Source: an optimization exercise on an open RTL-to-GDS flow (aim: small area, a short achievable clock period and few clock cycles per item). Production flows keep margins and buffers that such runs may drop.
Function was checked by simulation only, so behaviour that the tests miss may differ from the original.
Power figures rest on the tool's default switching activity, not on a simulated workload.

==> flow/design.v <==
package tl_ul_pkg;
	parameter int tl_addr_w   = 32;             
	parameter int tl_data_w   = 64;             
	parameter int tl_strb_w   = tl_data_w / 8;  
	parameter int tl_source_w = 3;              
	parameter int tl_sink_w   = 3;              
	parameter int tl_opcode_w = 3;
	parameter int tl_param_w  = 3;              
	parameter int tl_size_w   = 8;              
	parameter int tl_beat_size = 3;
	typedef enum logic [tl_opcode_w-1:0] {
		put_full_data    = 3'd0,
		put_partial_data = 3'd1,
		arithmetic_data  = 3'd2,  
		logical_data     = 3'd3,  
		get              = 3'd4,
		intent           = 3'd5,  
		acquire_block    = 3'd6,  
		acquire_perm     = 3'd7   
	} a_opcode_e;
	typedef enum logic [tl_opcode_w-1:0] {
		access_ack      = 3'd0,
		access_ack_data = 3'd1
	} d_opcode_e;
	typedef enum logic [1:0] {
		st_idle,     
		st_access,   
		st_respond   
	} slave_state_e;
endpackage
`timescale 1ns/10ps
import tl_ul_pkg::*;
module tl_slave_fsm (
	input  logic clk,
	input  logic rst,
	input  logic a_valid,
	input  logic d_ready,
	output logic a_ready,
	output logic d_valid,
	output logic capture,  
	output logic access    
);
	tl_ul_pkg::slave_state_e state;
	always_ff @(posedge clk or posedge rst) begin
		if (rst) begin
			state <= st_idle;
		end else begin
			case (state)
				st_idle: begin
					if (a_valid)  
						state <= st_access;
				end
				st_access: begin
					state <= st_respond;  
				end
				st_respond: begin
					if (d_ready)
						state <= a_valid ? st_access : st_idle;
				end
				default: state <= st_idle;
			endcase
		end
	end
	assign a_ready = (state == st_idle) | ((state == st_respond) & d_ready);
	assign d_valid = (state == st_respond);
	assign access  = (state == st_access);
	assign capture = a_valid & a_ready;  
endmodule
`timescale 1ns/10ps
import tl_ul_pkg::*;
module tl_request_decode #(
	parameter int DEPTH = 64
) (
	input  logic                       clk,
	input  logic                       rst,
	input  logic                       capture,
	input  logic                       access,
	input  logic [tl_opcode_w-1:0]     a_opcode,
	input  logic [tl_addr_w-1:0]       a_address,
	input  logic [tl_size_w-1:0]       a_size,
	input  logic [tl_strb_w-1:0]       a_mask,
	input  logic [tl_data_w-1:0]       a_data,
	input  logic [tl_source_w-1:0]     a_source,
	input  logic [tl_data_w-1:0]       mem_rdata,
	output logic                       mem_wen,
	output logic [$clog2(DEPTH)-1:0]   mem_index,
	output logic [tl_strb_w-1:0]       mem_strb,
	output logic [tl_data_w-1:0]       mem_wdata,
	output logic [tl_opcode_w-1:0]     d_opcode,
	output logic [tl_param_w-1:0]      d_param,
	output logic [tl_size_w-1:0]       d_size,
	output logic [tl_sink_w-1:0]       d_sink,
	output logic [tl_source_w-1:0]     d_source,
	output logic [tl_data_w-1:0]       d_data,
	output logic                       d_error
);
	localparam int idx_w  = $clog2(DEPTH);
	localparam int idx_lo = tl_beat_size;  
	logic [tl_opcode_w-1:0] opcode_q;
	logic [tl_addr_w-1:0]   addr_q;
	logic [tl_size_w-1:0]   size_q;
	logic [tl_strb_w-1:0]   mask_q;
	logic [tl_data_w-1:0]   data_q;
	logic [tl_source_w-1:0] source_q;
	logic is_full, is_partial, is_get;
	logic good_size, in_range;
	logic good_put, good_get;
	logic resp_get;  
	always_ff @(posedge clk) begin
		if (capture) begin
			opcode_q <= a_opcode;
			addr_q   <= a_address;
			size_q   <= a_size;
			mask_q   <= a_mask;
			data_q   <= a_data;
			source_q <= a_source;
		end
	end
	assign is_full    = (opcode_q == put_full_data);
	assign is_partial = (opcode_q == put_partial_data);
	assign is_get     = (opcode_q == get);
	assign good_size  = (size_q == tl_size_w'(tl_beat_size));  
	assign mem_index = addr_q[idx_lo +: idx_w];
	assign in_range  = (addr_q[tl_addr_w-1:idx_lo+idx_w] == '0) && (int'(mem_index) < DEPTH);
	assign good_put = (is_full | is_partial) & good_size & in_range;
	assign good_get = is_get & good_size & in_range;
	assign mem_wen   = access & good_put;  
	assign mem_strb  = is_full ? '1 : mask_q;
	assign mem_wdata = data_q;
	always_ff @(posedge clk or posedge rst) begin
		if (rst) begin
			resp_get <= 1'b0;
			d_error  <= 1'b0;
			d_opcode <= access_ack;
		end else if (access) begin
			resp_get <= good_get;
			d_error  <= ~(good_put | good_get);
			d_opcode <= good_get ? access_ack_data : access_ack;  
		end
	end
	always_ff @(posedge clk) begin
		if (access) begin
			d_size   <= size_q;    
			d_source <= source_q;  
		end
	end
	assign d_data  = resp_get ? mem_rdata : '0;
	assign d_param = '0;
	assign d_sink  = '0;
endmodule
`timescale 1ns/10ps
import tl_ul_pkg::*;
module tl_byte_mem #(
	parameter int DEPTH = 64
) (
	input  logic                     clk,
	input  logic                     rst,
	input  logic                     wen,
	input  logic [$clog2(DEPTH)-1:0] index,
	input  logic [tl_strb_w-1:0]     strb,   
	input  logic [tl_data_w-1:0]     wdata,
	output logic [tl_data_w-1:0]     rdata   
);
	logic [tl_data_w-1:0] mem [DEPTH];
	logic [tl_data_w-1:0] rdata_q;
	always_ff @(posedge clk or posedge rst) begin
		if (rst) begin
			for (int w = 0; w < DEPTH; w++) begin
				mem[w] <= '0;  
			end
		end else if (wen) begin
			for (int b = 0; b < tl_strb_w; b++) begin
				if (strb[b])
					mem[index][8*b +: 8] <= wdata[8*b +: 8];
			end
		end
	end
	always_ff @(posedge clk) begin
		rdata_q <= mem[index];
	end
	assign rdata = rdata_q;
endmodule
`timescale 1ns/10ps
import tl_ul_pkg::*;
module tl_ul_slave_top #(
	parameter int DEPTH = 64  
) (
	input  logic                   clk,
	input  logic                   rst,
	input  logic                   a_valid,
	output logic                   a_ready,
	input  logic [tl_opcode_w-1:0] a_opcode,
	input  logic [tl_param_w-1:0]  a_param,    
	input  logic [tl_addr_w-1:0]   a_address,
	input  logic [tl_size_w-1:0]   a_size,
	input  logic [tl_strb_w-1:0]   a_mask,
	input  logic [tl_data_w-1:0]   a_data,
	input  logic [tl_source_w-1:0] a_source,
	output logic                   d_valid,
	input  logic                   d_ready,
	output logic [tl_opcode_w-1:0] d_opcode,
	output logic [tl_param_w-1:0]  d_param,
	output logic [tl_size_w-1:0]   d_size,
	output logic [tl_sink_w-1:0]   d_sink,
	output logic [tl_source_w-1:0] d_source,
	output logic [tl_data_w-1:0]   d_data,
	output logic                   d_error
);
	logic capture;
	logic access;
	logic                     mem_wen;
	logic [$clog2(DEPTH)-1:0] mem_index;
	logic [tl_strb_w-1:0]     mem_strb;
	logic [tl_data_w-1:0]     mem_wdata;
	logic [tl_data_w-1:0]     mem_rdata;
	tl_slave_fsm u_fsm (
		.clk     (clk),
		.rst     (rst),
		.a_valid (a_valid),
		.d_ready (d_ready),
		.a_ready (a_ready),
		.d_valid (d_valid),
		.capture (capture),
		.access  (access)
	);
	tl_request_decode #(.DEPTH(DEPTH)) u_decode (
		.clk       (clk),
		.rst       (rst),
		.capture   (capture),
		.access    (access),
		.a_opcode  (a_opcode),
		.a_address (a_address),
		.a_size    (a_size),
		.a_mask    (a_mask),
		.a_data    (a_data),
		.a_source  (a_source),
		.mem_rdata (mem_rdata),
		.mem_wen   (mem_wen),
		.mem_index (mem_index),
		.mem_strb  (mem_strb),
		.mem_wdata (mem_wdata),
		.d_opcode  (d_opcode),
		.d_param   (d_param),
		.d_size    (d_size),
		.d_sink    (d_sink),
		.d_source  (d_source),
		.d_data    (d_data),
		.d_error   (d_error)
	);
	tl_byte_mem #(.DEPTH(DEPTH)) u_mem (
		.clk   (clk),
		.rst   (rst),
		.wen   (mem_wen),
		.index (mem_index),
		.strb  (mem_strb),
		.wdata (mem_wdata),
		.rdata (mem_rdata)
	);
endmodule
clock: 6.0 ns
lec_check: 0
cap_margin: 20
core_margin: 2
core_utilization: 40
slew_margin: 20
run.sh (not shown) runs the stock make flow with config.mk's settings and CLKGATE_MAP_FILE= SYNTH_SCRIPT=/design/flow/synth_recipe.tcl, a recipe that flattens the netlist after the stock synthesis.
Testbench counts at the start, summed over its fixed seeds: cycles 9,608, items 4,800.
Rerun with:
--- a/flow/design.v
+++ b/flow/design.v
@@ -54,15 +54,15 @@
 					state <= st_respond;  
 				end
 				st_respond: begin
 					if (d_ready)
-						state <= a_valid ? st_access : st_idle;
+						state <= st_idle;
 				end
 				default: state <= st_idle;
 			endcase
 		end
 	end
-	assign a_ready = (state == st_idle) | ((state == st_respond) & d_ready);
+	assign a_ready = (state == st_idle);
 	assign d_valid = (state == st_respond);
 	assign access  = (state == st_access);
 	assign capture = a_valid & a_ready;  
 endmodule
Outcome: Fmax came out lower by 3.1%; worst setup slack gets worse by 0.15 ns; sequential share of layout area came out lower by 0.13 points; wire length came out higher by 0.76%; via count came out lower by 0.32%; clock power came out lower by about 2%.
Testbench counts after the change, summed over its fixed seeds: cycles 14,400, items 4,800.

## port drivers added, routing unchanged
How much do the figures lean on ideal ports? The routed layouts below were timed once more, with nothing changed but the port constraints. Step 1 assumes that a clkbuf_16 drives the clock port and a buf_2 every other input. Step 2 times the ports against the registers' clock, not the clock port: input delays grow and output delays shrink by t, the midpoint of the rising clock arrivals with the driver on. a / b / c = ideal ports / drivers / drivers and shift; a / b = the first two.
run | shift t [ns] | slack for setup (ns) | hold slack, ns
the first run | 1.115 | 1.364 / 1.364 / 1.364 | 0.415 / 0.415 / 0.415
the second run | 1.131 | 1.214 / 1.214 / 1.214 | 0.418 / 0.418 / 0.418
After both steps setup and hold are still met in every run listed.
